Context: an optimization exercise on an open-source flow, tuned for small area. The choices shown serve that exercise and are no tape-out recipe.
In this exercise RTL edits were held to simulation tests only and were not proved equivalent to the original.

[config.mk]
export PLATFORM = sky130hd
export DESIGN_NAME = neural_network
export DESIGN_NICKNAME = neural_network
export VERILOG_FILES = /design/flow/design.v
export SDC_FILE = /design/flow/constraint.sdc
export NUM_CORES = 4
export LEC_CHECK = 0
export CAP_MARGIN = 5
export CORE_MARGIN = 2
export CORE_UTILIZATION = 40
export PLACE_DENSITY = 0.7
export SLEW_MARGIN = 15
export SYNTH_HIERARCHICAL = 1
[constraint.sdc]
create_clock -name core_clock -period 10.0 [get_ports {clk}]
set_input_delay 2.0000 -clock core_clock [delete_from_list [all_inputs] [get_ports {clk}]]
set_output_delay 2.0000 -clock core_clock [all_outputs]
set_load 0.01 [all_outputs]
[flow/run.sh]
#!/bin/bash
# Standard ORFS flow (the standard.sh) with some layout options:
#  - timing-driven global placement keeps none of its resizer changes
#  - port buffers of the smallest buffer cell
#  - CTS without dummy loads
set -euo pipefail
bash standard.sh \
  GPL_KEEP_OVERFLOW=0 \
  "BUFFER_PORTS_ARGS=-buffer_cell sky130_fd_sc_hd__buf_1" \
  "CTS_ARGS=-sink_clustering_enable -repair_clock_nets -sink_clustering_size 10 -sink_clustering_max_diameter 40 -buf_list sky130_fd_sc_hd__clkbuf_4 -dont_use_dummy_load" \
  finish > standard.log 2>&1
[design.v]
package nn_pkg;
    localparam int N_NEURONS = 4;
    localparam int N_INPUTS  = 4;
    localparam int DW        = 8;
    localparam int P_PER_NEURON = N_INPUTS + 2;
    localparam int P_BYTES      = N_NEURONS * P_PER_NEURON;
    typedef enum logic [1:0] {
        LOAD_X  = 2'd0,
        LOAD_P  = 2'd1,
        COMPUTE = 2'd2,
        DONE    = 2'd3
    } state_t;
endpackage
module nn_fa (
    input  logic a,
    input  logic b,
    input  logic c,
    output logic s,
    output logic co
);
    assign s  = a ^ b ^ c;
    assign co = (a & b) | (c & (a ^ b));
endmodule
module nn_mo3 (
    input  logic a,
    input  logic b,
    input  logic c,
    output logic m,
    output logic o
);
    assign m = (a & b) | (a & c) | (b & c);
    assign o = a | b | c;
endmodule
module nn_ha (
    input  logic a,
    input  logic b,
    output logic s,
    output logic co
);
    assign s  = a ^ b;
    assign co = a & b;
endmodule
module nn_neuron (
    input  logic [31:0] xn_flat,
    input  logic [31:0] wn_flat,
    input  logic [7:0]  b,
    input  logic [7:0]  thn,
    output logic        fire
);
    logic [31:0] x_flat, w_flat;
    assign x_flat = ~xn_flat;
    assign w_flat = ~wn_flat;
    logic [3:0] hi;
    generate
        for (genvar gi = 0; gi < 4; gi++) begin : g_hi
            logic [7:1] wsuf;
            assign wsuf[7] = w_flat[gi*8+7];
            for (genvar k = 6; k >= 1; k--) begin : g_suf
                assign wsuf[k] = wsuf[k+1] | w_flat[gi*8+k];
            end
            assign hi[gi] = (x_flat[gi*8+1] & wsuf[7]) | (x_flat[gi*8+2] & wsuf[6])
                          | (x_flat[gi*8+3] & wsuf[5]) | (x_flat[gi*8+4] & wsuf[4])
                          | (x_flat[gi*8+5] & wsuf[3]) | (x_flat[gi*8+6] & wsuf[2])
                          | (x_flat[gi*8+7] & wsuf[1]);
        end
    endgenerate
    logic pp1, pp2, pp3, pp4, pp5, pp6, pp7, pp8, pp9, pp10, pp11, pp12;
    logic pp13, pp14, pp15, pp16, pp17, pp18, pp19, pp20, pp21, q22, adj23, q24;
    logic pp25, pp26, pp27, pp28, pp29, pp30, pp31, pp32, pp33, pp34, pp35, pp36;
    logic pp37, pp38, pp39, pp40, pp41, pp42, pp43, pp44, pp45, q46, adj47, q48;
    logic pp49, pp50, pp51, pp52, pp53, pp54, pp55, pp56, pp57, pp58, pp59, pp60;
    logic pp61, pp62, pp63, pp64, pp65, pp66, pp67, pp68, pp69, q70, adj71, q72;
    logic pp73, pp74, pp75, pp76, pp77, pp78, pp79, pp80, pp81, pp82, pp83, pp84;
    logic pp85, pp86, pp87, pp88, pp89, pp90, pp91, pp92, pp93, q94, adj95, q96;
    logic c98, s97, c100, s99, c102, c104, s103, c106, s105, c108, s107, c110;
    logic s109, c112, s111, c114, c116, s115, c118, s117, c120, s119, c122, s121;
    logic c124, s123, c126, s125, c128, s127, c130, s129, c132, s131, c134, c136;
    logic s135, c138, s137, c140, s139, c142, s141, c144, s143, c146, s145, c148;
    logic s147, c150, s149, c152, s151, c154, s153, c156, s155, c158, s157, c160;
    logic s159, c162, c164, s163, c166, s165, c168, s167, c170, s169, c172, s171;
    logic c174, s173, c176, s175, c178, s177, c180, s179, c182, s181, c184, s183;
    logic c186, s185, c188, s187, c190, s189, c192, s191, c194, s193, c196, s195;
    logic c198, c200, s199, c202, s201, c204, s203, c206, s205, c208, s207, c210;
    logic s209, c212, s211, c214, s213, c216, s215, c218, s217, c220, s219, c222;
    logic s221, c224, s223, c226, s225, c228, s227, c230, s229, c232, s231, c234;
    logic s233, c236, s235, c238, s237, c240, s239, c242, c244, s243, c246, s245;
    logic c248, s247, c250, s249, c252, s251, c254, s253, c256, s255, c258, s257;
    logic c260, s259, c262, s261, c264, s263, c266, s265, c268, s267, c270, o271;
    logic m272, o273, m274, o275, m276, o277, m278, o279, m280, o281, m282, o283;
    logic m284, o285, m286, o287, m288, o289, m290;
    assign pp1 = ~(xn_flat[0] | wn_flat[0]);
    assign pp2 = ~(xn_flat[1] | wn_flat[0]);
    assign pp3 = ~(xn_flat[2] | wn_flat[0]);
    assign pp4 = ~(xn_flat[3] | wn_flat[0]);
    assign pp5 = ~(xn_flat[4] | wn_flat[0]);
    assign pp6 = ~(xn_flat[5] | wn_flat[0]);
    assign pp7 = ~(xn_flat[0] | wn_flat[1]);
    assign pp8 = ~(xn_flat[1] | wn_flat[1]);
    assign pp9 = ~(xn_flat[2] | wn_flat[1]);
    assign pp10 = ~(xn_flat[3] | wn_flat[1]);
    assign pp11 = ~(xn_flat[4] | wn_flat[1]);
    assign pp12 = ~(xn_flat[0] | wn_flat[2]);
    assign pp13 = ~(xn_flat[1] | wn_flat[2]);
    assign pp14 = ~(xn_flat[2] | wn_flat[2]);
    assign pp15 = ~(xn_flat[3] | wn_flat[2]);
    assign pp16 = ~(xn_flat[0] | wn_flat[3]);
    assign pp17 = ~(xn_flat[1] | wn_flat[3]);
    assign pp18 = ~(xn_flat[2] | wn_flat[3]);
    assign pp19 = ~(xn_flat[0] | wn_flat[4]);
    assign pp20 = ~(xn_flat[1] | wn_flat[4]);
    assign pp21 = ~(xn_flat[0] | wn_flat[5]);
    assign q22 = ~(xn_flat[6] | wn_flat[0]) | ~(xn_flat[5] | wn_flat[1]) | ~(xn_flat[4] | wn_flat[2]) | ~(xn_flat[3] | wn_flat[3]) | ~(xn_flat[2] | wn_flat[4]) | ~(xn_flat[1] | wn_flat[5]) | ~(xn_flat[0] | wn_flat[6]);
    assign adj23 = ~(xn_flat[6] | wn_flat[0] | xn_flat[5] | wn_flat[1]) | ~(xn_flat[5] | wn_flat[1] | xn_flat[4] | wn_flat[2]) | ~(xn_flat[4] | wn_flat[2] | xn_flat[3] | wn_flat[3]) | ~(xn_flat[3] | wn_flat[3] | xn_flat[2] | wn_flat[4]) | ~(xn_flat[2] | wn_flat[4] | xn_flat[1] | wn_flat[5]) | ~(xn_flat[1] | wn_flat[5] | xn_flat[0] | wn_flat[6]);
    assign q24 = ~(xn_flat[7] | wn_flat[0]) | ~(xn_flat[6] | wn_flat[1]) | ~(xn_flat[5] | wn_flat[2]) | ~(xn_flat[4] | wn_flat[3]) | ~(xn_flat[3] | wn_flat[4]) | ~(xn_flat[2] | wn_flat[5]) | ~(xn_flat[1] | wn_flat[6]) | ~(xn_flat[0] | wn_flat[7]);
    assign pp25 = ~(xn_flat[8] | wn_flat[8]);
    assign pp26 = ~(xn_flat[9] | wn_flat[8]);
    assign pp27 = ~(xn_flat[10] | wn_flat[8]);
    assign pp28 = ~(xn_flat[11] | wn_flat[8]);
    assign pp29 = ~(xn_flat[12] | wn_flat[8]);
    assign pp30 = ~(xn_flat[13] | wn_flat[8]);
    assign pp31 = ~(xn_flat[8] | wn_flat[9]);
    assign pp32 = ~(xn_flat[9] | wn_flat[9]);
    assign pp33 = ~(xn_flat[10] | wn_flat[9]);
    assign pp34 = ~(xn_flat[11] | wn_flat[9]);
    assign pp35 = ~(xn_flat[12] | wn_flat[9]);
    assign pp36 = ~(xn_flat[8] | wn_flat[10]);
    assign pp37 = ~(xn_flat[9] | wn_flat[10]);
    assign pp38 = ~(xn_flat[10] | wn_flat[10]);
    assign pp39 = ~(xn_flat[11] | wn_flat[10]);
    assign pp40 = ~(xn_flat[8] | wn_flat[11]);
    assign pp41 = ~(xn_flat[9] | wn_flat[11]);
    assign pp42 = ~(xn_flat[10] | wn_flat[11]);
    assign pp43 = ~(xn_flat[8] | wn_flat[12]);
    assign pp44 = ~(xn_flat[9] | wn_flat[12]);
    assign pp45 = ~(xn_flat[8] | wn_flat[13]);
    assign q46 = ~(xn_flat[14] | wn_flat[8]) | ~(xn_flat[13] | wn_flat[9]) | ~(xn_flat[12] | wn_flat[10]) | ~(xn_flat[11] | wn_flat[11]) | ~(xn_flat[10] | wn_flat[12]) | ~(xn_flat[9] | wn_flat[13]) | ~(xn_flat[8] | wn_flat[14]);
    assign adj47 = ~(xn_flat[14] | wn_flat[8] | xn_flat[13] | wn_flat[9]) | ~(xn_flat[13] | wn_flat[9] | xn_flat[12] | wn_flat[10]) | ~(xn_flat[12] | wn_flat[10] | xn_flat[11] | wn_flat[11]) | ~(xn_flat[11] | wn_flat[11] | xn_flat[10] | wn_flat[12]) | ~(xn_flat[10] | wn_flat[12] | xn_flat[9] | wn_flat[13]) | ~(xn_flat[9] | wn_flat[13] | xn_flat[8] | wn_flat[14]);
    assign q48 = ~(xn_flat[15] | wn_flat[8]) | ~(xn_flat[14] | wn_flat[9]) | ~(xn_flat[13] | wn_flat[10]) | ~(xn_flat[12] | wn_flat[11]) | ~(xn_flat[11] | wn_flat[12]) | ~(xn_flat[10] | wn_flat[13]) | ~(xn_flat[9] | wn_flat[14]) | ~(xn_flat[8] | wn_flat[15]);
    assign pp49 = ~(xn_flat[16] | wn_flat[16]);
    assign pp50 = ~(xn_flat[17] | wn_flat[16]);
    assign pp51 = ~(xn_flat[18] | wn_flat[16]);
    assign pp52 = ~(xn_flat[19] | wn_flat[16]);
    assign pp53 = ~(xn_flat[20] | wn_flat[16]);
    assign pp54 = ~(xn_flat[21] | wn_flat[16]);
    assign pp55 = ~(xn_flat[16] | wn_flat[17]);
    assign pp56 = ~(xn_flat[17] | wn_flat[17]);
    assign pp57 = ~(xn_flat[18] | wn_flat[17]);
    assign pp58 = ~(xn_flat[19] | wn_flat[17]);
    assign pp59 = ~(xn_flat[20] | wn_flat[17]);
    assign pp60 = ~(xn_flat[16] | wn_flat[18]);
    assign pp61 = ~(xn_flat[17] | wn_flat[18]);
    assign pp62 = ~(xn_flat[18] | wn_flat[18]);
    assign pp63 = ~(xn_flat[19] | wn_flat[18]);
    assign pp64 = ~(xn_flat[16] | wn_flat[19]);
    assign pp65 = ~(xn_flat[17] | wn_flat[19]);
    assign pp66 = ~(xn_flat[18] | wn_flat[19]);
    assign pp67 = ~(xn_flat[16] | wn_flat[20]);
    assign pp68 = ~(xn_flat[17] | wn_flat[20]);
    assign pp69 = ~(xn_flat[16] | wn_flat[21]);
    assign q70 = ~(xn_flat[22] | wn_flat[16]) | ~(xn_flat[21] | wn_flat[17]) | ~(xn_flat[20] | wn_flat[18]) | ~(xn_flat[19] | wn_flat[19]) | ~(xn_flat[18] | wn_flat[20]) | ~(xn_flat[17] | wn_flat[21]) | ~(xn_flat[16] | wn_flat[22]);
    assign adj71 = ~(xn_flat[22] | wn_flat[16] | xn_flat[21] | wn_flat[17]) | ~(xn_flat[21] | wn_flat[17] | xn_flat[20] | wn_flat[18]) | ~(xn_flat[20] | wn_flat[18] | xn_flat[19] | wn_flat[19]) | ~(xn_flat[19] | wn_flat[19] | xn_flat[18] | wn_flat[20]) | ~(xn_flat[18] | wn_flat[20] | xn_flat[17] | wn_flat[21]) | ~(xn_flat[17] | wn_flat[21] | xn_flat[16] | wn_flat[22]);
    assign q72 = ~(xn_flat[23] | wn_flat[16]) | ~(xn_flat[22] | wn_flat[17]) | ~(xn_flat[21] | wn_flat[18]) | ~(xn_flat[20] | wn_flat[19]) | ~(xn_flat[19] | wn_flat[20]) | ~(xn_flat[18] | wn_flat[21]) | ~(xn_flat[17] | wn_flat[22]) | ~(xn_flat[16] | wn_flat[23]);
    assign pp73 = ~(xn_flat[24] | wn_flat[24]);
    assign pp74 = ~(xn_flat[25] | wn_flat[24]);
    assign pp75 = ~(xn_flat[26] | wn_flat[24]);
    assign pp76 = ~(xn_flat[27] | wn_flat[24]);
    assign pp77 = ~(xn_flat[28] | wn_flat[24]);
    assign pp78 = ~(xn_flat[29] | wn_flat[24]);
    assign pp79 = ~(xn_flat[24] | wn_flat[25]);
    assign pp80 = ~(xn_flat[25] | wn_flat[25]);
    assign pp81 = ~(xn_flat[26] | wn_flat[25]);
    assign pp82 = ~(xn_flat[27] | wn_flat[25]);
    assign pp83 = ~(xn_flat[28] | wn_flat[25]);
    assign pp84 = ~(xn_flat[24] | wn_flat[26]);
    assign pp85 = ~(xn_flat[25] | wn_flat[26]);
    assign pp86 = ~(xn_flat[26] | wn_flat[26]);
    assign pp87 = ~(xn_flat[27] | wn_flat[26]);
    assign pp88 = ~(xn_flat[24] | wn_flat[27]);
    assign pp89 = ~(xn_flat[25] | wn_flat[27]);
    assign pp90 = ~(xn_flat[26] | wn_flat[27]);
    assign pp91 = ~(xn_flat[24] | wn_flat[28]);
    assign pp92 = ~(xn_flat[25] | wn_flat[28]);
    assign pp93 = ~(xn_flat[24] | wn_flat[29]);
    assign q94 = ~(xn_flat[30] | wn_flat[24]) | ~(xn_flat[29] | wn_flat[25]) | ~(xn_flat[28] | wn_flat[26]) | ~(xn_flat[27] | wn_flat[27]) | ~(xn_flat[26] | wn_flat[28]) | ~(xn_flat[25] | wn_flat[29]) | ~(xn_flat[24] | wn_flat[30]);
    assign adj95 = ~(xn_flat[30] | wn_flat[24] | xn_flat[29] | wn_flat[25]) | ~(xn_flat[29] | wn_flat[25] | xn_flat[28] | wn_flat[26]) | ~(xn_flat[28] | wn_flat[26] | xn_flat[27] | wn_flat[27]) | ~(xn_flat[27] | wn_flat[27] | xn_flat[26] | wn_flat[28]) | ~(xn_flat[26] | wn_flat[28] | xn_flat[25] | wn_flat[29]) | ~(xn_flat[25] | wn_flat[29] | xn_flat[24] | wn_flat[30]);
    assign q96 = ~(xn_flat[31] | wn_flat[24]) | ~(xn_flat[30] | wn_flat[25]) | ~(xn_flat[29] | wn_flat[26]) | ~(xn_flat[28] | wn_flat[27]) | ~(xn_flat[27] | wn_flat[28]) | ~(xn_flat[26] | wn_flat[29]) | ~(xn_flat[25] | wn_flat[30]) | ~(xn_flat[24] | wn_flat[31]);
    nn_fa u_s97 (.a(pp1), .b(pp25), .c(pp49), .s(s97), .co(c98));
    nn_fa u_s99 (.a(pp73), .b(b[0]), .c(thn[0]), .s(s99), .co(c100));
    assign c102 = s97 & s99;
    nn_fa u_s103 (.a(pp2), .b(pp7), .c(pp26), .s(s103), .co(c104));
    nn_fa u_s105 (.a(pp31), .b(pp50), .c(pp55), .s(s105), .co(c106));
    nn_fa u_s107 (.a(pp74), .b(pp79), .c(b[1]), .s(s107), .co(c108));
    nn_fa u_s109 (.a(thn[1]), .b(c98), .c(c100), .s(s109), .co(c110));
    nn_fa u_s111 (.a(s103), .b(s105), .c(s107), .s(s111), .co(c112));
    assign c114 = (c102 & s109) | (c102 & s111) | (s109 & s111);
    nn_fa u_s115 (.a(pp3), .b(pp8), .c(pp12), .s(s115), .co(c116));
    nn_fa u_s117 (.a(pp27), .b(pp32), .c(pp36), .s(s117), .co(c118));
    nn_fa u_s119 (.a(pp51), .b(pp56), .c(pp60), .s(s119), .co(c120));
    nn_fa u_s121 (.a(pp75), .b(pp80), .c(pp84), .s(s121), .co(c122));
    nn_fa u_s123 (.a(b[2]), .b(thn[2]), .c(c104), .s(s123), .co(c124));
    nn_fa u_s125 (.a(c106), .b(c108), .c(s115), .s(s125), .co(c126));
    nn_fa u_s127 (.a(s117), .b(s119), .c(s121), .s(s127), .co(c128));
    nn_fa u_s129 (.a(c110), .b(c112), .c(s123), .s(s129), .co(c130));
    nn_fa u_s131 (.a(s125), .b(s127), .c(c114), .s(s131), .co(c132));
    assign c134 = s129 & s131;
    nn_fa u_s135 (.a(pp4), .b(pp9), .c(pp13), .s(s135), .co(c136));
    nn_fa u_s137 (.a(pp16), .b(pp28), .c(pp33), .s(s137), .co(c138));
    nn_fa u_s139 (.a(pp37), .b(pp40), .c(pp52), .s(s139), .co(c140));
    nn_fa u_s141 (.a(pp57), .b(pp61), .c(pp64), .s(s141), .co(c142));
    nn_fa u_s143 (.a(pp76), .b(pp81), .c(pp85), .s(s143), .co(c144));
    nn_fa u_s145 (.a(pp88), .b(b[3]), .c(thn[3]), .s(s145), .co(c146));
    nn_fa u_s147 (.a(c116), .b(c118), .c(c120), .s(s147), .co(c148));
    nn_fa u_s149 (.a(c122), .b(s135), .c(s137), .s(s149), .co(c150));
    nn_fa u_s151 (.a(s139), .b(s141), .c(s143), .s(s151), .co(c152));
    nn_fa u_s153 (.a(s145), .b(c124), .c(c126), .s(s153), .co(c154));
    nn_fa u_s155 (.a(c128), .b(s147), .c(s149), .s(s155), .co(c156));
    nn_fa u_s157 (.a(s151), .b(c130), .c(s153), .s(s157), .co(c158));
    nn_fa u_s159 (.a(s155), .b(c132), .c(s157), .s(s159), .co(c160));
    assign c162 = c134 & s159;
    nn_fa u_s163 (.a(pp5), .b(pp10), .c(pp14), .s(s163), .co(c164));
    nn_fa u_s165 (.a(pp17), .b(pp19), .c(pp29), .s(s165), .co(c166));
    nn_fa u_s167 (.a(pp34), .b(pp38), .c(pp41), .s(s167), .co(c168));
    nn_fa u_s169 (.a(pp43), .b(pp53), .c(pp58), .s(s169), .co(c170));
    nn_fa u_s171 (.a(pp62), .b(pp65), .c(pp67), .s(s171), .co(c172));
    nn_fa u_s173 (.a(pp77), .b(pp82), .c(pp86), .s(s173), .co(c174));
    nn_fa u_s175 (.a(pp89), .b(pp91), .c(b[4]), .s(s175), .co(c176));
    nn_fa u_s177 (.a(thn[4]), .b(c136), .c(c138), .s(s177), .co(c178));
    nn_fa u_s179 (.a(c140), .b(c142), .c(c144), .s(s179), .co(c180));
    nn_fa u_s181 (.a(c146), .b(s163), .c(s165), .s(s181), .co(c182));
    nn_fa u_s183 (.a(s167), .b(s169), .c(s171), .s(s183), .co(c184));
    nn_fa u_s185 (.a(s173), .b(s175), .c(c148), .s(s185), .co(c186));
    nn_fa u_s187 (.a(c150), .b(c152), .c(s177), .s(s187), .co(c188));
    nn_fa u_s189 (.a(s179), .b(s181), .c(s183), .s(s189), .co(c190));
    nn_fa u_s191 (.a(c154), .b(c156), .c(s185), .s(s191), .co(c192));
    nn_fa u_s193 (.a(s187), .b(s189), .c(c158), .s(s193), .co(c194));
    nn_fa u_s195 (.a(s191), .b(c160), .c(s193), .s(s195), .co(c196));
    assign c198 = c162 & s195;
    nn_fa u_s199 (.a(pp6), .b(pp11), .c(pp15), .s(s199), .co(c200));
    nn_fa u_s201 (.a(pp18), .b(pp20), .c(pp21), .s(s201), .co(c202));
    nn_fa u_s203 (.a(pp30), .b(pp35), .c(pp39), .s(s203), .co(c204));
    nn_fa u_s205 (.a(pp42), .b(pp44), .c(pp45), .s(s205), .co(c206));
    nn_fa u_s207 (.a(pp54), .b(pp59), .c(pp63), .s(s207), .co(c208));
    nn_fa u_s209 (.a(pp66), .b(pp68), .c(pp69), .s(s209), .co(c210));
    nn_fa u_s211 (.a(pp78), .b(pp83), .c(pp87), .s(s211), .co(c212));
    nn_fa u_s213 (.a(pp90), .b(pp92), .c(pp93), .s(s213), .co(c214));
    nn_fa u_s215 (.a(b[5]), .b(thn[5]), .c(c164), .s(s215), .co(c216));
    nn_fa u_s217 (.a(c166), .b(c168), .c(c170), .s(s217), .co(c218));
    nn_fa u_s219 (.a(c172), .b(c174), .c(c176), .s(s219), .co(c220));
    nn_fa u_s221 (.a(s199), .b(s201), .c(s203), .s(s221), .co(c222));
    nn_fa u_s223 (.a(s205), .b(s207), .c(s209), .s(s223), .co(c224));
    nn_fa u_s225 (.a(s211), .b(s213), .c(c178), .s(s225), .co(c226));
    nn_fa u_s227 (.a(c180), .b(c182), .c(c184), .s(s227), .co(c228));
    nn_fa u_s229 (.a(s215), .b(s217), .c(s219), .s(s229), .co(c230));
    nn_fa u_s231 (.a(s221), .b(s223), .c(c186), .s(s231), .co(c232));
    nn_fa u_s233 (.a(c188), .b(c190), .c(s225), .s(s233), .co(c234));
    nn_fa u_s235 (.a(s227), .b(s229), .c(c192), .s(s235), .co(c236));
    nn_fa u_s237 (.a(s231), .b(s233), .c(c194), .s(s237), .co(c238));
    nn_fa u_s239 (.a(s235), .b(c196), .c(s237), .s(s239), .co(c240));
    assign c242 = c198 & s239;
    nn_fa u_s243 (.a(q22), .b(q46), .c(q70), .s(s243), .co(c244));
    nn_fa u_s245 (.a(q94), .b(b[6]), .c(thn[6]), .s(s245), .co(c246));
    nn_fa u_s247 (.a(c200), .b(c202), .c(c204), .s(s247), .co(c248));
    nn_fa u_s249 (.a(c206), .b(c208), .c(c210), .s(s249), .co(c250));
    nn_fa u_s251 (.a(c212), .b(c214), .c(s243), .s(s251), .co(c252));
    nn_fa u_s253 (.a(s245), .b(c216), .c(c218), .s(s253), .co(c254));
    nn_fa u_s255 (.a(c220), .b(c222), .c(c224), .s(s255), .co(c256));
    nn_fa u_s257 (.a(s247), .b(s249), .c(s251), .s(s257), .co(c258));
    nn_fa u_s259 (.a(c226), .b(c228), .c(c230), .s(s259), .co(c260));
    nn_fa u_s261 (.a(s253), .b(s255), .c(s257), .s(s261), .co(c262));
    nn_fa u_s263 (.a(c232), .b(c234), .c(s259), .s(s263), .co(c264));
    nn_fa u_s265 (.a(s261), .b(c236), .c(s263), .s(s265), .co(c266));
    nn_fa u_s267 (.a(c238), .b(s265), .c(c240), .s(s267), .co(c268));
    assign c270 = c242 & s267;
    nn_mo3 u_m272 (.a(q24), .b(q48), .c(q72), .m(m272), .o(o271));
    nn_mo3 u_m274 (.a(q96), .b(b[7]), .c(thn[7]), .m(m274), .o(o273));
    nn_mo3 u_m276 (.a(c244), .b(c246), .c(o271), .m(m276), .o(o275));
    nn_mo3 u_m278 (.a(o273), .b(c248), .c(c250), .m(m278), .o(o277));
    nn_mo3 u_m280 (.a(c252), .b(o275), .c(c254), .m(m280), .o(o279));
    nn_mo3 u_m282 (.a(c256), .b(c258), .c(o277), .m(m282), .o(o281));
    nn_mo3 u_m284 (.a(c260), .b(c262), .c(o279), .m(m284), .o(o283));
    nn_mo3 u_m286 (.a(o281), .b(c264), .c(o283), .m(m286), .o(o285));
    nn_mo3 u_m288 (.a(c266), .b(o285), .c(c268), .m(m288), .o(o287));
    assign m290 = c270 & o287;
    assign o289 = c270 | o287;
    assign fire = (|hi) | m272 | m274 | m276 | m278 | m280 | m282 | m284 | m286 | m288 | m290 | adj23 | adj47 | adj71 | adj95;
endmodule
module nn_half (
    input  logic [15:0] xn_flat,
    input  logic [15:0] wn_flat,
    input  logic [7:0]  e1,
    input  logic [7:0]  e2,
    output logic [7:0]  s,
    output logic        ge
);
    logic [15:0] x_flat, w_flat;
    assign x_flat = ~xn_flat;
    assign w_flat = ~wn_flat;
    logic [1:0] hi;
    generate
        for (genvar gi = 0; gi < 2; gi++) begin : g_hi
            logic [7:1] wsuf;
            assign wsuf[7] = w_flat[gi*8+7];
            for (genvar k = 6; k >= 1; k--) begin : g_suf
                assign wsuf[k] = wsuf[k+1] | w_flat[gi*8+k];
            end
            assign hi[gi] = (x_flat[gi*8+1] & wsuf[7]) | (x_flat[gi*8+2] & wsuf[6])
                          | (x_flat[gi*8+3] & wsuf[5]) | (x_flat[gi*8+4] & wsuf[4])
                          | (x_flat[gi*8+5] & wsuf[3]) | (x_flat[gi*8+6] & wsuf[2])
                          | (x_flat[gi*8+7] & wsuf[1]);
        end
    endgenerate
    logic pp1, pp2, pp3, pp4, pp5, pp6, pp7, pp8, pp9, pp10, pp11, pp12;
    logic pp13, pp14, pp15, pp16, pp17, pp18, pp19, pp20, pp21, q22, adj23, q24;
    logic pp25, pp26, pp27, pp28, pp29, pp30, pp31, pp32, pp33, pp34, pp35, pp36;
    logic pp37, pp38, pp39, pp40, pp41, pp42, pp43, pp44, pp45, q46, adj47, q48;
    logic c50, s49, c52, s51, c54, s53, c56, s55, c58, s57, c60, s59;
    logic c62, s61, c64, s63, c66, s65, c68, s67, c70, s69, c72, s71;
    logic c74, s73, c76, s75, c78, s77, c80, s79, c82, s81, c84, s83;
    logic c86, s85, c88, s87, c90, s89, c92, s91, c94, s93, c96, s95;
    logic c98, s97, c100, s99, c102, s101, c104, s103, c106, s105, c108, s107;
    logic c110, s109, c112, s111, c114, s113, c116, s115, c118, s117, c120, s119;
    logic c122, s121, c124, s123, c126, s125, c128, s127, c130, s129, c132, s131;
    logic c134, s133, c136, s135, c138, s137, c140, s139, c142, s141, c144, s143;
    logic c146, s145, c148, s147, c150, s149, c152, s151, c154, s153, c156, s155;
    logic c158, s157, c160, s159;
    assign pp1 = ~(xn_flat[0] | wn_flat[0]);
    assign pp2 = ~(xn_flat[1] | wn_flat[0]);
    assign pp3 = ~(xn_flat[2] | wn_flat[0]);
    assign pp4 = ~(xn_flat[3] | wn_flat[0]);
    assign pp5 = ~(xn_flat[4] | wn_flat[0]);
    assign pp6 = ~(xn_flat[5] | wn_flat[0]);
    assign pp7 = ~(xn_flat[0] | wn_flat[1]);
    assign pp8 = ~(xn_flat[1] | wn_flat[1]);
    assign pp9 = ~(xn_flat[2] | wn_flat[1]);
    assign pp10 = ~(xn_flat[3] | wn_flat[1]);
    assign pp11 = ~(xn_flat[4] | wn_flat[1]);
    assign pp12 = ~(xn_flat[0] | wn_flat[2]);
    assign pp13 = ~(xn_flat[1] | wn_flat[2]);
    assign pp14 = ~(xn_flat[2] | wn_flat[2]);
    assign pp15 = ~(xn_flat[3] | wn_flat[2]);
    assign pp16 = ~(xn_flat[0] | wn_flat[3]);
    assign pp17 = ~(xn_flat[1] | wn_flat[3]);
    assign pp18 = ~(xn_flat[2] | wn_flat[3]);
    assign pp19 = ~(xn_flat[0] | wn_flat[4]);
    assign pp20 = ~(xn_flat[1] | wn_flat[4]);
    assign pp21 = ~(xn_flat[0] | wn_flat[5]);
    assign q22 = ~(xn_flat[6] | wn_flat[0]) | ~(xn_flat[5] | wn_flat[1]) | ~(xn_flat[4] | wn_flat[2]) | ~(xn_flat[3] | wn_flat[3]) | ~(xn_flat[2] | wn_flat[4]) | ~(xn_flat[1] | wn_flat[5]) | ~(xn_flat[0] | wn_flat[6]);
    assign adj23 = ~(xn_flat[6] | wn_flat[0] | xn_flat[5] | wn_flat[1]) | ~(xn_flat[5] | wn_flat[1] | xn_flat[4] | wn_flat[2]) | ~(xn_flat[4] | wn_flat[2] | xn_flat[3] | wn_flat[3]) | ~(xn_flat[3] | wn_flat[3] | xn_flat[2] | wn_flat[4]) | ~(xn_flat[2] | wn_flat[4] | xn_flat[1] | wn_flat[5]) | ~(xn_flat[1] | wn_flat[5] | xn_flat[0] | wn_flat[6]);
    assign q24 = ~(xn_flat[7] | wn_flat[0]) | ~(xn_flat[6] | wn_flat[1]) | ~(xn_flat[5] | wn_flat[2]) | ~(xn_flat[4] | wn_flat[3]) | ~(xn_flat[3] | wn_flat[4]) | ~(xn_flat[2] | wn_flat[5]) | ~(xn_flat[1] | wn_flat[6]) | ~(xn_flat[0] | wn_flat[7]);
    assign pp25 = ~(xn_flat[8] | wn_flat[8]);
    assign pp26 = ~(xn_flat[9] | wn_flat[8]);
    assign pp27 = ~(xn_flat[10] | wn_flat[8]);
    assign pp28 = ~(xn_flat[11] | wn_flat[8]);
    assign pp29 = ~(xn_flat[12] | wn_flat[8]);
    assign pp30 = ~(xn_flat[13] | wn_flat[8]);
    assign pp31 = ~(xn_flat[8] | wn_flat[9]);
    assign pp32 = ~(xn_flat[9] | wn_flat[9]);
    assign pp33 = ~(xn_flat[10] | wn_flat[9]);
    assign pp34 = ~(xn_flat[11] | wn_flat[9]);
    assign pp35 = ~(xn_flat[12] | wn_flat[9]);
    assign pp36 = ~(xn_flat[8] | wn_flat[10]);
    assign pp37 = ~(xn_flat[9] | wn_flat[10]);
    assign pp38 = ~(xn_flat[10] | wn_flat[10]);
    assign pp39 = ~(xn_flat[11] | wn_flat[10]);
    assign pp40 = ~(xn_flat[8] | wn_flat[11]);
    assign pp41 = ~(xn_flat[9] | wn_flat[11]);
    assign pp42 = ~(xn_flat[10] | wn_flat[11]);
    assign pp43 = ~(xn_flat[8] | wn_flat[12]);
    assign pp44 = ~(xn_flat[9] | wn_flat[12]);
    assign pp45 = ~(xn_flat[8] | wn_flat[13]);
    assign q46 = ~(xn_flat[14] | wn_flat[8]) | ~(xn_flat[13] | wn_flat[9]) | ~(xn_flat[12] | wn_flat[10]) | ~(xn_flat[11] | wn_flat[11]) | ~(xn_flat[10] | wn_flat[12]) | ~(xn_flat[9] | wn_flat[13]) | ~(xn_flat[8] | wn_flat[14]);
    assign adj47 = ~(xn_flat[14] | wn_flat[8] | xn_flat[13] | wn_flat[9]) | ~(xn_flat[13] | wn_flat[9] | xn_flat[12] | wn_flat[10]) | ~(xn_flat[12] | wn_flat[10] | xn_flat[11] | wn_flat[11]) | ~(xn_flat[11] | wn_flat[11] | xn_flat[10] | wn_flat[12]) | ~(xn_flat[10] | wn_flat[12] | xn_flat[9] | wn_flat[13]) | ~(xn_flat[9] | wn_flat[13] | xn_flat[8] | wn_flat[14]);
    assign q48 = ~(xn_flat[15] | wn_flat[8]) | ~(xn_flat[14] | wn_flat[9]) | ~(xn_flat[13] | wn_flat[10]) | ~(xn_flat[12] | wn_flat[11]) | ~(xn_flat[11] | wn_flat[12]) | ~(xn_flat[10] | wn_flat[13]) | ~(xn_flat[9] | wn_flat[14]) | ~(xn_flat[8] | wn_flat[15]);
    nn_fa u_s49 (.a(pp1), .b(pp25), .c(e1[0]), .s(s49), .co(c50));
    nn_ha u_s51 (.a(e2[0]), .b(s49), .s(s51), .co(c52));
    nn_fa u_s53 (.a(pp2), .b(pp7), .c(pp26), .s(s53), .co(c54));
    nn_fa u_s55 (.a(pp31), .b(e1[1]), .c(e2[1]), .s(s55), .co(c56));
    nn_fa u_s57 (.a(c50), .b(s53), .c(s55), .s(s57), .co(c58));
    nn_ha u_s59 (.a(c52), .b(s57), .s(s59), .co(c60));
    nn_fa u_s61 (.a(pp3), .b(pp8), .c(pp12), .s(s61), .co(c62));
    nn_fa u_s63 (.a(pp27), .b(pp32), .c(pp36), .s(s63), .co(c64));
    nn_fa u_s65 (.a(e1[2]), .b(e2[2]), .c(c54), .s(s65), .co(c66));
    nn_fa u_s67 (.a(c56), .b(s61), .c(s63), .s(s67), .co(c68));
    nn_fa u_s69 (.a(c58), .b(s65), .c(s67), .s(s69), .co(c70));
    nn_ha u_s71 (.a(c60), .b(s69), .s(s71), .co(c72));
    nn_fa u_s73 (.a(pp4), .b(pp9), .c(pp13), .s(s73), .co(c74));
    nn_fa u_s75 (.a(pp16), .b(pp28), .c(pp33), .s(s75), .co(c76));
    nn_fa u_s77 (.a(pp37), .b(pp40), .c(e1[3]), .s(s77), .co(c78));
    nn_fa u_s79 (.a(e2[3]), .b(c62), .c(c64), .s(s79), .co(c80));
    nn_fa u_s81 (.a(s73), .b(s75), .c(s77), .s(s81), .co(c82));
    nn_fa u_s83 (.a(c66), .b(c68), .c(s79), .s(s83), .co(c84));
    nn_fa u_s85 (.a(s81), .b(c70), .c(s83), .s(s85), .co(c86));
    nn_ha u_s87 (.a(c72), .b(s85), .s(s87), .co(c88));
    nn_fa u_s89 (.a(pp5), .b(pp10), .c(pp14), .s(s89), .co(c90));
    nn_fa u_s91 (.a(pp17), .b(pp19), .c(pp29), .s(s91), .co(c92));
    nn_fa u_s93 (.a(pp34), .b(pp38), .c(pp41), .s(s93), .co(c94));
    nn_fa u_s95 (.a(pp43), .b(e1[4]), .c(e2[4]), .s(s95), .co(c96));
    nn_fa u_s97 (.a(c74), .b(c76), .c(c78), .s(s97), .co(c98));
    nn_fa u_s99 (.a(s89), .b(s91), .c(s93), .s(s99), .co(c100));
    nn_fa u_s101 (.a(s95), .b(c80), .c(c82), .s(s101), .co(c102));
    nn_fa u_s103 (.a(s97), .b(s99), .c(c84), .s(s103), .co(c104));
    nn_fa u_s105 (.a(s101), .b(c86), .c(s103), .s(s105), .co(c106));
    nn_ha u_s107 (.a(c88), .b(s105), .s(s107), .co(c108));
    nn_fa u_s109 (.a(pp6), .b(pp11), .c(pp15), .s(s109), .co(c110));
    nn_fa u_s111 (.a(pp18), .b(pp20), .c(pp21), .s(s111), .co(c112));
    nn_fa u_s113 (.a(pp30), .b(pp35), .c(pp39), .s(s113), .co(c114));
    nn_fa u_s115 (.a(pp42), .b(pp44), .c(pp45), .s(s115), .co(c116));
    nn_fa u_s117 (.a(e1[5]), .b(e2[5]), .c(c90), .s(s117), .co(c118));
    nn_fa u_s119 (.a(c92), .b(c94), .c(c96), .s(s119), .co(c120));
    nn_fa u_s121 (.a(s109), .b(s111), .c(s113), .s(s121), .co(c122));
    nn_fa u_s123 (.a(s115), .b(c98), .c(c100), .s(s123), .co(c124));
    nn_fa u_s125 (.a(s117), .b(s119), .c(s121), .s(s125), .co(c126));
    nn_fa u_s127 (.a(c102), .b(s123), .c(s125), .s(s127), .co(c128));
    nn_fa u_s129 (.a(c104), .b(s127), .c(c106), .s(s129), .co(c130));
    nn_ha u_s131 (.a(c108), .b(s129), .s(s131), .co(c132));
    nn_fa u_s133 (.a(q22), .b(q46), .c(e1[6]), .s(s133), .co(c134));
    nn_fa u_s135 (.a(e2[6]), .b(c110), .c(c112), .s(s135), .co(c136));
    nn_fa u_s137 (.a(c114), .b(c116), .c(s133), .s(s137), .co(c138));
    nn_fa u_s139 (.a(c118), .b(c120), .c(c122), .s(s139), .co(c140));
    nn_fa u_s141 (.a(s135), .b(s137), .c(c124), .s(s141), .co(c142));
    nn_fa u_s143 (.a(c126), .b(s139), .c(c128), .s(s143), .co(c144));
    nn_fa u_s145 (.a(s141), .b(s143), .c(c130), .s(s145), .co(c146));
    nn_ha u_s147 (.a(c132), .b(s145), .s(s147), .co(c148));
    nn_fa u_s149 (.a(q24), .b(q48), .c(e1[7]), .s(s149), .co(c150));
    nn_fa u_s151 (.a(e2[7]), .b(c134), .c(s149), .s(s151), .co(c152));
    nn_fa u_s153 (.a(c136), .b(c138), .c(s151), .s(s153), .co(c154));
    nn_fa u_s155 (.a(c140), .b(s153), .c(c142), .s(s155), .co(c156));
    nn_fa u_s157 (.a(c144), .b(s155), .c(c146), .s(s157), .co(c158));
    nn_ha u_s159 (.a(c148), .b(s157), .s(s159), .co(c160));
    assign s  = {s159, s147, s131, s107, s87, s71, s59, s51};
    assign ge = (|hi) | c150 | c152 | c154 | c156 | c158 | c160 | adj23 | adj47;
endmodule
module neural_network (
    input  logic        clk,
    input  logic        reset,
    input  logic        changes,
    input  logic [7:0]  data_in,
    output logic [7:0]  network_outputs
);
    nn_pkg::state_t state_reg;
    logic           changes_q_reg;
    logic [31:0]    xn_sr_reg;      
    logic [191:0]   p_sr_reg;
    logic [2:0]     x_cnt_reg;
    logic [4:0]     p_cnt_reg;
    logic           f3_q_reg;
    logic           f1_q_reg;
    logic [8:0]     h_q_reg;
    logic [3:0]     out_reg;
    logic chg_rise, in_p, in_c, shift_x, shift_p;
    assign chg_rise = changes & ~changes_q_reg;
    assign in_p     = (state_reg == nn_pkg::LOAD_P);
    assign in_c     = (state_reg == nn_pkg::COMPUTE);
    assign shift_x  = (state_reg == nn_pkg::LOAD_X) & ~changes;
    assign shift_p  = in_p & ~changes;
    function automatic logic gt_const(input logic [4:0] c, input int k);
        gt_const = 1'b0;
        for (int b = 0; b < 5; b++)
            gt_const = ((k >> b) & 1) ? (c[b] & gt_const) : (c[b] | gt_const);
    endfunction
    logic [23:0] p_ok;
    logic [3:0]  x_ok;
    generate
        for (genvar k = 0; k < 24; k++) begin : g_pok
            assign p_ok[k] = gt_const(p_cnt_reg, k);
        end
        for (genvar k = 0; k < 4; k++) begin : g_xok
            assign x_ok[k] = gt_const({2'b00, x_cnt_reg}, k);
        end
    endgenerate
    function automatic logic [7:0] lane(input int k);
        lane = p_sr_reg[k*8 +: 8];
    endfunction
    logic sa, sb, sc;
    assign sa = in_p & ~changes;
    assign sb = in_p &  changes;
    assign sc = in_c;
    logic [31:0] f_wn;
    logic [7:0]  f_b, f_th;
    logic        f_fire;
    generate
        for (genvar i = 0; i < 4; i++) begin : g_fw
            logic ma, mb, mc;
            assign ma = sa & x_ok[i] & p_ok[17+i];
            assign mb = sb & x_ok[i] & p_ok[6+i];
            assign mc = sc & x_ok[i] & p_ok[12+i];
            assign f_wn[i*8 +: 8] = ~((lane(17+i) & {8{ma}}) | (lane(6+i) & {8{mb}})
                                    | (lane(12+i) & {8{mc}}));
        end
    endgenerate
    assign f_b  = (lane(21) & {8{sa & p_ok[21]}}) | (lane(10) & {8{sb & p_ok[10]}})
                | (lane(16) & {8{sc & p_ok[16]}});
    assign f_th = (lane(22) & {8{sa & p_ok[22]}}) | (lane(11) & {8{sb & p_ok[11]}})
                | (lane(17) & {8{sc & p_ok[17]}});
    nn_neuron u_f (
        .xn_flat (xn_sr_reg),
        .wn_flat (f_wn),
        .b       (f_b),
        .thn     (~f_th),
        .fire   (f_fire)
    );
    logic [15:0] h_xn, h_wn;
    logic [7:0]  h_e1, h_e2, h_s;
    logic        h_ge;
    generate
        for (genvar i = 0; i < 2; i++) begin : g_hw
            logic m0, m1;
            assign m0 = ~in_c & x_ok[i]   & p_ok[i];
            assign m1 =  in_c & x_ok[i+2] & p_ok[i+2];
            assign h_wn[i*8 +: 8] = ~((lane(i) & {8{m0}}) | (lane(i+2) & {8{m1}}));
            assign h_xn[i*8 +: 8] = in_c ? xn_sr_reg[(i+2)*8 +: 8] : xn_sr_reg[i*8 +: 8];
        end
    endgenerate
    assign h_e1 = in_c ? h_q_reg[7:0] : (lane(4) & {8{p_ok[4]}});
    assign h_e2 = in_c ? 8'h00 : ~(lane(5) & {8{p_ok[5]}});
    nn_half u_h (
        .xn_flat (h_xn),
        .wn_flat (h_wn),
        .e1     (h_e1),
        .e2     (h_e2),
        .s      (h_s),
        .ge     (h_ge)
    );
    assign network_outputs = {4'b0000, out_reg};
    always_ff @(posedge clk) begin
        if (shift_x)
            xn_sr_reg <= {xn_sr_reg[23:0], ~data_in};
        if (shift_p) begin
            p_sr_reg <= {p_sr_reg[183:0], data_in};
            f3_q_reg <= f_fire;
        end
        f1_q_reg <= f_fire;
        h_q_reg  <= {h_ge, h_s};
    end
    always_ff @(posedge clk or posedge reset) begin
        if (reset) begin
            state_reg     <= nn_pkg::LOAD_X;
            changes_q_reg <= 1'b0;
            x_cnt_reg     <= '0;
            p_cnt_reg     <= '0;
            out_reg       <= '0;
        end else begin
            changes_q_reg <= changes;
            if (shift_x && x_cnt_reg != 3'd4)
                x_cnt_reg <= x_cnt_reg + 3'd1;
            if (shift_p && p_cnt_reg != 5'd24)
                p_cnt_reg <= p_cnt_reg + 5'd1;
            case (state_reg)
                nn_pkg::LOAD_X:  if (chg_rise) state_reg <= nn_pkg::LOAD_P;
                nn_pkg::LOAD_P:  if (chg_rise) state_reg <= nn_pkg::COMPUTE;
                nn_pkg::COMPUTE: begin
                    out_reg   <= {f3_q_reg, f_fire, f1_q_reg, h_q_reg[8] | h_ge};
                    state_reg <= nn_pkg::DONE;
                end
                default:         if (chg_rise) state_reg <= nn_pkg::LOAD_X;
            endcase
        end
    end
endmodule
[standard.sh]
#!/bin/bash
# synth_recipe.tcl (not shown) runs the flow's synth.tcl, then flattens the netlist and writes it again
# the make line also repeats each setting of config.mk as NAME=value (left out here)
make -C /OpenROAD-flow-scripts/flow DESIGN_CONFIG=/design/flow/config.mk WORK_HOME=/design/flow/orfs CLKGATE_MAP_FILE= SYNTH_SCRIPT=/design/flow/synth_recipe.tcl "${@:-finish}"
==> flow_metrics.env, run 1 <==
export IMPL_r2r_slack_ns=1.13
export IMPL_hold_buffers=0
export IMPL_ys_seq_area_share_pct=53.1
export IMPL_startpoint_type="input pin"
export IMPL_final_cells=1410
export IMPL_reg2reg_depth=21
export IMPL_grt_pass1_vias=8806
export IMPL_arrival_ns=9.80
export IMPL_cts_resized=0
export IMPL_finalNetCount=1127
export IMPL_synth_top_family_by_area="adder cells"
export IMPL_avgSynthCellArea_sq_um=13.9
export IMPL_io_pins=19
export IMPL_min_from="p_sr_reg[0]"
export IMPL_post_place_cells=1375
export IMPL_hold_viol_final=0
export IMPL_vias=8600
export IMPL_drc=0
export IMPL_dp_hpwl_microns=26900
export IMPL_cts_buffers_inserted=31
export IMPL_cts_clk_slew_worst_paths_ns=0.11
export IMPL_ys_ff_latch=242
export IMPL_start_util_pct=40.8
export IMPL_worst_clock_skew_ns=0.0628
export IMPL_clock_root_buffer="clkbuf_4"
export IMPL_insertion_delay_ns=0.69
export IMPL_rsz0062_at_grt="no"
export IMPL_synth_fa_ha_area_share_pct=21.6
export IMPL_synthTopCellsByArea="edfxtp_1, fa_1, nor2_1"
export IMPL_port_buffers=14
export IMPL_cts_htree_levels=1
export IMPL_synthMuxAreaShare_pct=1.93
export IMPL_yosys_most_used_dff="edfxtp_1"
export IMPL_report_final_slew_viol_count=0
export IMPL_rows=66
export IMPL_crit_path_max_incr_delay_ns=0.88
export IMPL_areaGrowthSynthToFinish_pct=6.11
export IMPL_die_w_microns=187
export IMPL_hp_class="reg2reg"
export IMPL_worstMarginPinSlew_ns=1.29
export IMPL_first_pass_iters=9
export IMPL_critPathTopFamily="adder cells"
export IMPL_drive_gt1_share_pct=10.2
export IMPL_worstPathMaxFanout=12
export IMPL_dieArea_sq_mm=0.0349
export IMPL_worstReg2RegStart="p_cnt_reg[2]"
export IMPL_setup_viol=0
export IMPL_drt_total_wl_microns=35300
export IMPL_cp_required_ns=10.58
export IMPL_synth_cell_type_count=61
export IMPL_crit_buf_inv=2
export IMPL_cpMaxStageDelayCell="a222oi_1"
export IMPL_critPathMostFrequentCell="fa_1"
export IMPL_yosysMostFrequentCell="edfxtp_1"
export IMPL_async_flop_share_pct=6.20
export IMPL_fin_crit_sh_pct=92.2
export IMPL_clockBufferDepth=3
export IMPL_grt_overflow_total=0
export IMPL_critical_path_depth=21
export IMPL_track_usage_pct=20.1
export IMPL_min_to="p_sr_reg[8]"
export IMPL_synth_edf_count=217
export IMPL_vias_per_cell=6.10
export IMPL_synthCells=958
export IMPL_crit_chain="buf_1 > o211ai_2 > nor2_1 > a222oi_1 > buf_2 > o22ai_1 > nor2_1 > or4b_2 > fa_1 > fa_1 > fa_1 > fa_1 > fa_1 > fa_1 > maj3_1 > or4_1 > nor4_1 > nand3_1 > nor3_1 > nand4_1 > mux2_2"
export IMPL_grt_pass1_wl_microns=53700
export IMPL_synth_xor_area_share_pct=0.262
export IMPL_coreArea_sq_mm=0.0327
export IMPL_syn_area_sq_mm=0.0134
export IMPL_cts_sinks=242
export IMPL_outcome="timing/DRC/antenna clean"
export IMPL_synthSimpleGateAreaFrac_pct=9.18
export IMPL_largest_reg_flops=184
export IMPL_yosys_warnings=7
export IMPL_die_h_microns=187
export IMPL_grt_max_degree=36
export IMPL_critPathKind="in2reg"
export IMPL_cap_violations=0
export IMPL_ant_nets=0
export IMPL_slew_limit_headroom_pct=13.9
export IMPL_max_freq_mhz=108
export IMPL_fin_crit_ns=9.22
export IMPL_routabilityCongestion=0.896
export IMPL_wire_per_inst_microns=25.0
export IMPL_synth_compound_area_share_pct=10.9
export IMPL_synth_top_area_share_pct=48.8
export IMPL_antenna_found_initial=1
export IMPL_yosysTopAreaCell="edfxtp_1"
export IMPL_end_kind="flop"
export IMPL_drt_initial_drc_count=1259
export IMPL_hold_depth=0
export IMPL_reg2reg_to="out_reg[0]"
export IMPL_cts_tree="yes"
export IMPL_synth_commonest_cells="edfxtp_1, nor2_1, fa_1"
export IMPL_cts_setup_buffers=0
## cells in the final DEF (no fill, tap or decap), types with 18 or more instances in the layout
cell      netlist  final
o22ai_1        48     48
ha_1           19     18
nor2_1        164    164
edfxtp_1      217    217
inv_1          25     25
a21oi_1        28     28
mux2_2         22     22
a22oi_1        22     22
a222oi_1       40     40
fa_1          128    128
clkbuf_4        0     31
## worst reg2reg max path, delay by kind of cell (launching register included)
kind | cells | cell delay [ns]
AND/OR/NAND/NOR | 7 | 2.36
adder cells (fa/ha/maj) | 10 | 4.04
buffers and inverters | 1 | 0.21
flip-flops | 1 | 0.53
AO/OA/AOI/OAI | 3 | 1.53
## per-stage QoR
stage          setup slack, ns  area, sq um  hold slack [ns]  utilization (%)  setup TNS (ns)
2_1_floorplan             1.69        13400            0.418                -               0
3_3_place_gp           -0.0108        13700            0.421             41.8         -0.0108
3_5_place_dp            0.0851        13900            0.426             42.6               0
4_1_cts                  0.843        14200            0.421             43.3               0
5_1_grt                  0.512        14200            0.437             43.3               0
6_report                 0.782        14200            0.418             43.3               0
## logic make-up after synthesis
family                   Yosys count
AND/OR/NAND/NOR                  257
flip-flops                       242
AO/OA/AOI/OAI                    190
adder cells (fa/ha/maj)          156
buffers and inverters             85
multiplexers                      23
XOR/XNOR                           4
other                              1
## modules after synthesis (local to each module, per instance)
module | copies in the design | flip-flops and latches | area (sq um)
nn_mo3 | 9 | 0 | 16.3
nn_ha | 8 | 0 | 12.5
nn_neuron | 1 | 0 | 1080
nn_fa | 128 | 0 | 20.0
nn_half | 1 | 0 | 599
neural_network | 1 | 242 | 8870
## worst max path at each step
stage	to	from	slack (ns)
global route	out_reg[2]	changes	0.51
floorplan	out_reg[2]	changes	1.69
finish	out_reg[2]	changes	0.78
CTS	out_reg[2]	changes	0.84
global placement	p_cnt_reg[1]	changes	-0.01
detailed placement	out_reg[2]	changes	0.09
## metal layers
metal  track usage, %  vias to the layer above  share of wire [%]
li1                 -                     3636                  -
met4             5.13                        0                2.4
met5                0                        -                  0
met3             3.57                       77                9.7
met1             28.0                     4381                 41
met2             32.8                      506                 47
## layout make-up
type                    count  area [sq um]
inverters                  25          93.8
fillers                  2967         18500
repair buffers             35           293
clock buffers              31           233
flip-flops and latches    242          7090
well taps                 442           553
multi-input cells         634          5900
diodes                      1          2.50
==> inputs of run 2 (changes only) <==
--- a/config.mk
+++ b/config.mk
@@ -5,9 +5,9 @@
 export SDC_FILE = /design/flow/constraint.sdc
 export NUM_CORES = 4
 export LEC_CHECK = 0
-export CAP_MARGIN = 5
+export CAP_MARGIN = 10
 export CORE_MARGIN = 2
 export CORE_UTILIZATION = 40
 export PLACE_DENSITY = 0.7
-export SLEW_MARGIN = 15
+export SLEW_MARGIN = 10
 export SYNTH_HIERARCHICAL = 1
==> run 2 against run 1 <==
  * Critical path type unchanged
  * Still clean
  * Routed wire length about the same
  * Non-clock buffer count decreased by 3
  * Clock-buffer cell count unchanged
==> flow_metrics.env, run 2 <==
export IMPL_outcome="timing/DRC/antenna clean"
export IMPL_dp_hpwl_microns=27000
export IMPL_synthTopCellsByArea="edfxtp_1, fa_1, nor2_1"
export IMPL_yosys_warnings=7
export IMPL_synth_cell_type_count=61
export IMPL_vias=8585
export IMPL_drc=0
export IMPL_cts_tree="yes"
export IMPL_hp_class="reg2reg"
export IMPL_drt_initial_drc_count=1323
export IMPL_r2r_slack_ns=1.27
export IMPL_yosysMostFrequentCell="edfxtp_1"
export IMPL_coreArea_sq_mm=0.0327
export IMPL_startpoint_type="input pin"
export IMPL_critPathKind="in2reg"
export IMPL_min_from="p_sr_reg[37]"
export IMPL_critPathMostFrequentCell="fa_1"
export IMPL_cts_resized=0
export IMPL_m1WireLength_microns=14600
export IMPL_cp_required_ns=10.59
export IMPL_arrival_ns=9.68
export IMPL_report_final_slew_viol_count=0
export IMPL_die_h_microns=187
export IMPL_min_to="p_sr_reg[45]"
export IMPL_io_pins=19
export IMPL_track_usage_pct=20.4
export IMPL_reg2reg_to="out_reg[0]"
export IMPL_grt_max_degree=36
export IMPL_rsz0062_at_grt="no"
export IMPL_syn_area_sq_mm=0.0134
export IMPL_hold_buffers=0
export IMPL_most_common_layout_cells="edfxtp_1, nor2_1, fa_1"
export IMPL_largest_reg_flops=184
export IMPL_wl_met2_microns=16700
export IMPL_preCtsSetupSlack_ns=0.0718
export IMPL_first_pass_iters=9
export IMPL_crit_path_max_incr_delay_ns=0.99
export IMPL_drive_gt1_share_pct=9.96
export IMPL_worstReg2RegStart="p_cnt_reg[2]"
export IMPL_clockBufferDepth=3
export IMPL_cts_setup_buffers=0
export IMPL_grt_pass1_vias=8834
export IMPL_setup_ws_ns=0.910
export IMPL_dieArea_sq_mm=0.0349
export IMPL_cts_htree_levels=1
export IMPL_grt_overflow_total=0
export IMPL_synth_commonest_cells="edfxtp_1, nor2_1, fa_1"
export IMPL_topRoutingLayerUsed="met4"
export IMPL_yosysTopAreaCell="edfxtp_1"
export IMPL_cts_clk_slew_worst_paths_ns=0.10
export IMPL_areaGrowthSynthToFinish_pct=6.01
export IMPL_synthCells=958
export IMPL_finalNetCount=1124
export IMPL_drt_total_wl_microns=35300
export IMPL_routabilityCongestion=0.896
export IMPL_cpMaxStageDelayCell="a222oi_1"
export IMPL_avgSynthCellArea_sq_um=13.9
export IMPL_cts_sinks=242
export IMPL_rows=66
export IMPL_crit_chain="buf_1 > o211ai_2 > nor2_1 > a222oi_1 > o22ai_1 > nor2_1 > or4b_2 > fa_1 > fa_1 > fa_1 > fa_1 > fa_1 > fa_1 > maj3_1 > or4_1 > nor4_1 > nand3_1 > nor3_1 > nand4_1 > mux2_2"
export IMPL_port_buffers=14
export IMPL_reg2reg_depth=21
export IMPL_max_freq_mhz=110
export IMPL_synth_edf_count=217
export IMPL_hold_viol_final=0
export IMPL_wire_per_inst_microns=25.1
export IMPL_final_util_pct=43.3
export IMPL_crit_buf_inv=1
export IMPL_clock_root_buffer="clkbuf_4"
export IMPL_final_cell_area_sq_mm=0.0142
export IMPL_setup_viol=0
export IMPL_end_kind="flop"
export IMPL_worstMarginPinSlew_ns=1.38
export IMPL_ys_seq_area_share_pct=53.1
export IMPL_placed_area_sq_mm=0.0139
export IMPL_layout_commonest_cell="edfxtp_1"
export IMPL_vias_per_cell=6.10
export IMPL_hold_depth=0
export IMPL_synth_top_area_share_pct=48.8
export IMPL_slew_limit_headroom_pct=7.78
export IMPL_cap_violations=0
export IMPL_die_w_microns=187
export IMPL_ant_nets=0
export IMPL_met3_length_microns=2990
export IMPL_yosys_most_used_dff="edfxtp_1"
export IMPL_post_place_cells=1373
export IMPL_final_cells=1407
export IMPL_grt_pass1_wl_microns=54100
export IMPL_cts_buffers_inserted=31
export IMPL_fin_crit_ns=9.09
export IMPL_worst_clock_skew_ns=0.0807
export IMPL_start_util_pct=40.8
export IMPL_async_flop_share_pct=6.20
export IMPL_insertion_delay_ns=0.70
export IMPL_ys_ff_latch=242
export IMPL_antenna_found_initial=1
export IMPL_worstPathMaxFanout=12
export IMPL_fin_crit_sh_pct=90.9
export IMPL_critPathTopFamily="adder cells"
-- run 2: area by class of cell --
type                            count  area, sq um
Fill cell                        2951        18500
Sequential cell                   242         7090
Tap cell                          442          553
Inverter                           25         93.8
Antenna cell                        1         2.50
Multi-Input combinational cell    634         5900
Timing Repair Buffer               32          280
Clock buffer                       31          233
-- run 2: how the worst max path moves through the flow --
stage | cells past startpoint | slack (ns) | start | endpoint
finish | 20 | 0.91 | changes | out_reg[2]
global route | 20 | 0.62 | changes | out_reg[2]
CTS | 19 | 0.80 | changes | out_reg[2]
detailed placement | 19 | 0.07 | changes | out_reg[2]
global placement | 4 | -0.01 | changes | p_cnt_reg[1]
floorplan | 20 | 1.69 | changes | out_reg[2]
-- run 2: Yosys stat by module (local to each module, per instance) --
module,flops+latches,copies in the design,area (sq um)
nn_mo3,0,9,16.3
nn_ha,0,8,12.5
nn_fa,0,128,20.0
nn_half,0,1,599
neural_network,242,1,8870
nn_neuron,0,1,1080
-- run 2: cell families (layout without fill, tap and decap cells) --
kind of cell / after synthesis / in the layout / synth area share [%]
AO/OA/AOI/OAI: 190 / 190 / 10.9
XOR/XNOR: 4 / 4 / 0.262
adder cells (fa/ha/maj): 156 / 156 / 21.6
buffers and inverters: 85 / 88 / 2.90
flip-flops: 242 / 242 / 53.1
multiplexers: 23 / 23 / 1.93
other: 1 / 5 / 0.0281
AND/OR/NAND/NOR: 257 / 257 / 9.18
-- run 2: layer usage --
metal | up-vias | track usage, %
li1 | 3643 | -
met1 | 4386 | 28.9
met2 | 490 | 32.9
met3 | 66 | 2.63
met4 | 0 | 6.11
met5 | - | 0
-- run 2: per-stage QoR --
step	hold WS [ns]	setup TNS (ns)
2_1_floorplan	0.418	0
3_3_place_gp	0.421	-0.0108
3_5_place_dp	0.426	0
4_1_cts	0.409	0
5_1_grt	0.426	0
6_report	0.406	0
==> inputs of run 3 (changes only) <==
--- a/config.mk
+++ b/config.mk
@@ -8,6 +8,6 @@
 export CAP_MARGIN = 10
 export CORE_MARGIN = 2
 export CORE_UTILIZATION = 40
-export PLACE_DENSITY = 0.7
+export PLACE_DENSITY = 0.55
 export SLEW_MARGIN = 10
 export SYNTH_HIERARCHICAL = 1
==> run 3 against run 2 <==
  * Final area increased by 0.32%
  * Critical path depth unchanged
  * Maximum frequency decreased by 4.6%
  * Flip-flop and latch count unchanged
  * Setup slack got worse by 0.44 ns
  * First-iteration DRC count decreased by 12%
  * Via count decreased by 2.0%
  * Critical path type unchanged
  * Critical endpoint unchanged
==> flow_metrics.env, run 3 <==
export IMPL_outcome="timing/DRC/antenna clean"
export IMPL_synth_edf_count=217
export IMPL_ant_nets=0
export IMPL_finalNetCount=1129
export IMPL_fin_crit_sh_pct=95.3
export IMPL_clockBufferDepth=3
export IMPL_async_flop_share_pct=6.20
export IMPL_fin_hold_ws_ns=0.381
export IMPL_port_buffers=14
export IMPL_die_h_microns=187
export IMPL_dp_hpwl_microns=28200
export IMPL_layout_commonest_cell="edfxtp_1"
export IMPL_start_util_pct=40.8
export IMPL_setup_viol=0
export IMPL_coreArea_sq_mm=0.0327
export IMPL_end_kind="flop"
export IMPL_final_util_pct=43.4
export IMPL_rsz0062_at_grt="no"
export IMPL_hold_buffers=0
export IMPL_drc=0
export IMPL_crit_path_max_incr_delay_ns=1.13
export IMPL_arrival_ns=9.98
export IMPL_insertion_delay_ns=0.63
export IMPL_grt_overflow_total=0
export IMPL_yosys_most_used_dff="edfxtp_1"
export IMPL_clock_root_buffer="clkbuf_4"
export IMPL_cts_clk_slew_worst_paths_ns=0.10
export IMPL_hp_class="reg2reg"
export IMPL_yosysTopAreaCell="edfxtp_1"
export IMPL_areaGrowthSynthToFinish_pct=6.35
export IMPL_grt_pass1_wl_microns=55000
export IMPL_ys_seq_area_share_pct=53.1
export IMPL_yosysMostFrequentCell="edfxtp_1"
export IMPL_r2r_slack_ns=1.17
export IMPL_final_cells=1413
export IMPL_yosys_warnings=7
export IMPL_routabilityCongestion=1.00
export IMPL_cts_buffers_inserted=37
export IMPL_largest_reg_flops=184
export IMPL_post_place_cells=1370
export IMPL_critPathMostFrequentCell="fa_1"
export IMPL_rows=66
export IMPL_cpMaxStageDelayCell="a222oi_1"
export IMPL_critPathKind="in2reg"
export IMPL_cts_tree="yes"
export IMPL_report_final_slew_viol_count=0
export IMPL_synthCells=958
export IMPL_track_usage_pct=21.2
export IMPL_io_pins=19
export IMPL_cp_required_ns=10.45
export IMPL_avgSynthCellArea_sq_um=13.9
export IMPL_placed_area_sq_mm=0.0139
export IMPL_antenna_found_initial=1
export IMPL_cts_resized=0
export IMPL_startpoint_type="input pin"
export IMPL_synth_cell_type_count=61
export IMPL_preCtsSetupSlack_ns=-0.0104
export IMPL_setup_ws_ns=0.474
export IMPL_cap_violations=0
export IMPL_first_pass_iters=7
export IMPL_synth_commonest_cells="edfxtp_1, nor2_1, fa_1"
export IMPL_dieArea_sq_mm=0.0349
export IMPL_final_cell_area_sq_mm=0.0142
export IMPL_die_w_microns=187
export IMPL_slew_limit_headroom_pct=8.75
export IMPL_most_common_layout_cells="edfxtp_1, nor2_1, fa_1"
export IMPL_synth_top_area_share_pct=48.8
export IMPL_worstPathMaxFanout=12
export IMPL_cts_sinks=242
export IMPL_drt_initial_drc_count=1164
export IMPL_grt_max_degree=36
export IMPL_cts_htree_levels=2
export IMPL_drive_gt1_share_pct=10.4
export IMPL_vias_per_cell=5.95
export IMPL_worst_clock_skew_ns=0.0985
export IMPL_vias=8413
export IMPL_worstMarginPinSlew_ns=1.37
export IMPL_synthTopCellsByArea="edfxtp_1, fa_1, nor2_1"
export IMPL_ys_ff_latch=242
export IMPL_grt_pass1_vias=8812
export IMPL_syn_area_sq_mm=0.0134
export IMPL_max_freq_mhz=105
export IMPL_crit_chain="buf_1 > o211ai_2 > nor2_1 > a222oi_1 > o22ai_1 > nor2_1 > or4b_2 > fa_1 > fa_1 > fa_1 > fa_1 > fa_1 > fa_1 > maj3_1 > or4_1 > nor4_1 > nand3_1 > nor3_1 > nand4_1 > mux2_2"
export IMPL_drt_total_wl_microns=36500
export IMPL_hold_viol_final=0
export IMPL_wire_per_inst_microns=25.8
export IMPL_cts_setup_buffers=0
export IMPL_fin_crit_ns=9.53
-- run 3: final timing paths --
path                         startpoint            to  cells past startpoint
setup / recovery                changes    out_reg[2]                     20
hold / removal             p_sr_reg[84]  p_sr_reg[92]                      0
setup reg to reg           p_cnt_reg[4]    out_reg[2]                     19
hold reg to reg            p_sr_reg[84]  p_sr_reg[92]                      0
max in group asynchronous         reset    out_reg[2]                      2
min in group asynchronous         reset  p_cnt_reg[3]                      2
-- run 3: per-module statistics from Yosys, one instance, submodules excluded --
| module | cells | flip-flops and latches | times used | area (sq um) |
|---|---|---|---|---|
| nn_mo3 | 2 | 0 | 9 | 16.3 |
| nn_neuron | 220 | 0 | 1 | 1080 |
| nn_ha | 1 | 0 | 8 | 12.5 |
| neural_network | 465 | 242 | 1 | 8870 |
| nn_fa | 1 | 0 | 128 | 20.0 |
| nn_half | 119 | 0 | 1 | 599 |
-- run 3: area by class of cell --
cell class	count	area (sq um)
antenna	2	5.00
clock buffer	37	278
fill	3057	18500
inverter	25	93.8
multi-input combinational	634	5900
sequential	242	7090
tap	442	553
timing repair buffer	31	278
-- run 3: cells by family (layout without fill, tap and decap cells) --
| group | Yosys count | in the layout | synth area share, % |
|---|---|---|---|
| XOR/XNOR | 4 | 4 | 0.262 |
| AND/OR/NAND/NOR | 257 | 257 | 9.18 |
| buffers and inverters | 85 | 93 | 2.90 |
| flip-flops | 242 | 242 | 53.1 |
| adder cells (fa/ha/maj) | 156 | 156 | 21.6 |
| multiplexers | 23 | 23 | 1.93 |
| AO/OA/AOI/OAI | 190 | 190 | 10.9 |
| other | 1 | 6 | 0.0281 |
-- run 3: metrics by stage --
step,setup TNS [ns]
2_1_floorplan,0
3_3_place_gp,-0.166
3_5_place_dp,-0.0104
4_1_cts,0
5_1_grt,0
6_report,0
-- run 3: metal layers --
layer,up-vias,wire [microns],global-route usage [%]
met5,-,0,0
met4,0,1840,9.74
met3,103,2530,3.74
met2,376,16600,33.2
met1,4287,15500,28.9
li1,3647,-,-
-- run 3: critical path: cells and delay by family --
family	cells	cell delay (ns)
simple gates	8	2.44
buf+inv	1	0.22
mux	1	0.33
compound gates	3	1.70
fa+ha+maj	7	3.28

afterwards: timing with drivers on the ports:
How much do the figures lean on ideal ports? The routed layouts below were timed once more, with nothing changed but the port constraints.
Step 1 sets driving cells, clkbuf_16 on the clock port and buf_2 on the other inputs (assumed; they add their load-dependent delay and slew).
Step 2 moves the port delays by t, midway between the first and last clock arrival at a register: inputs arrive t later, outputs are due t later. That takes back most of the time a late clock gives input paths.
Slacks: no drivers / after step 1 / after step 2; pairs: no drivers / after step 1.
run	shift t [ns]	setup slack, ns	pins driven straight from the clock port
run 1	0.703	0.782 / 0.807 / 0.105	1
run 2	0.700	0.910 / 0.935 / 0.236	1
run 3	0.631	0.474 / 0.489 / -0.142	1
With both steps, setup timing fails in run 3, where it was met with ideal ports. The setup slack of run 1, which loses most, moves by +0.025 ns with the drivers and by -0.677 ns with both steps.
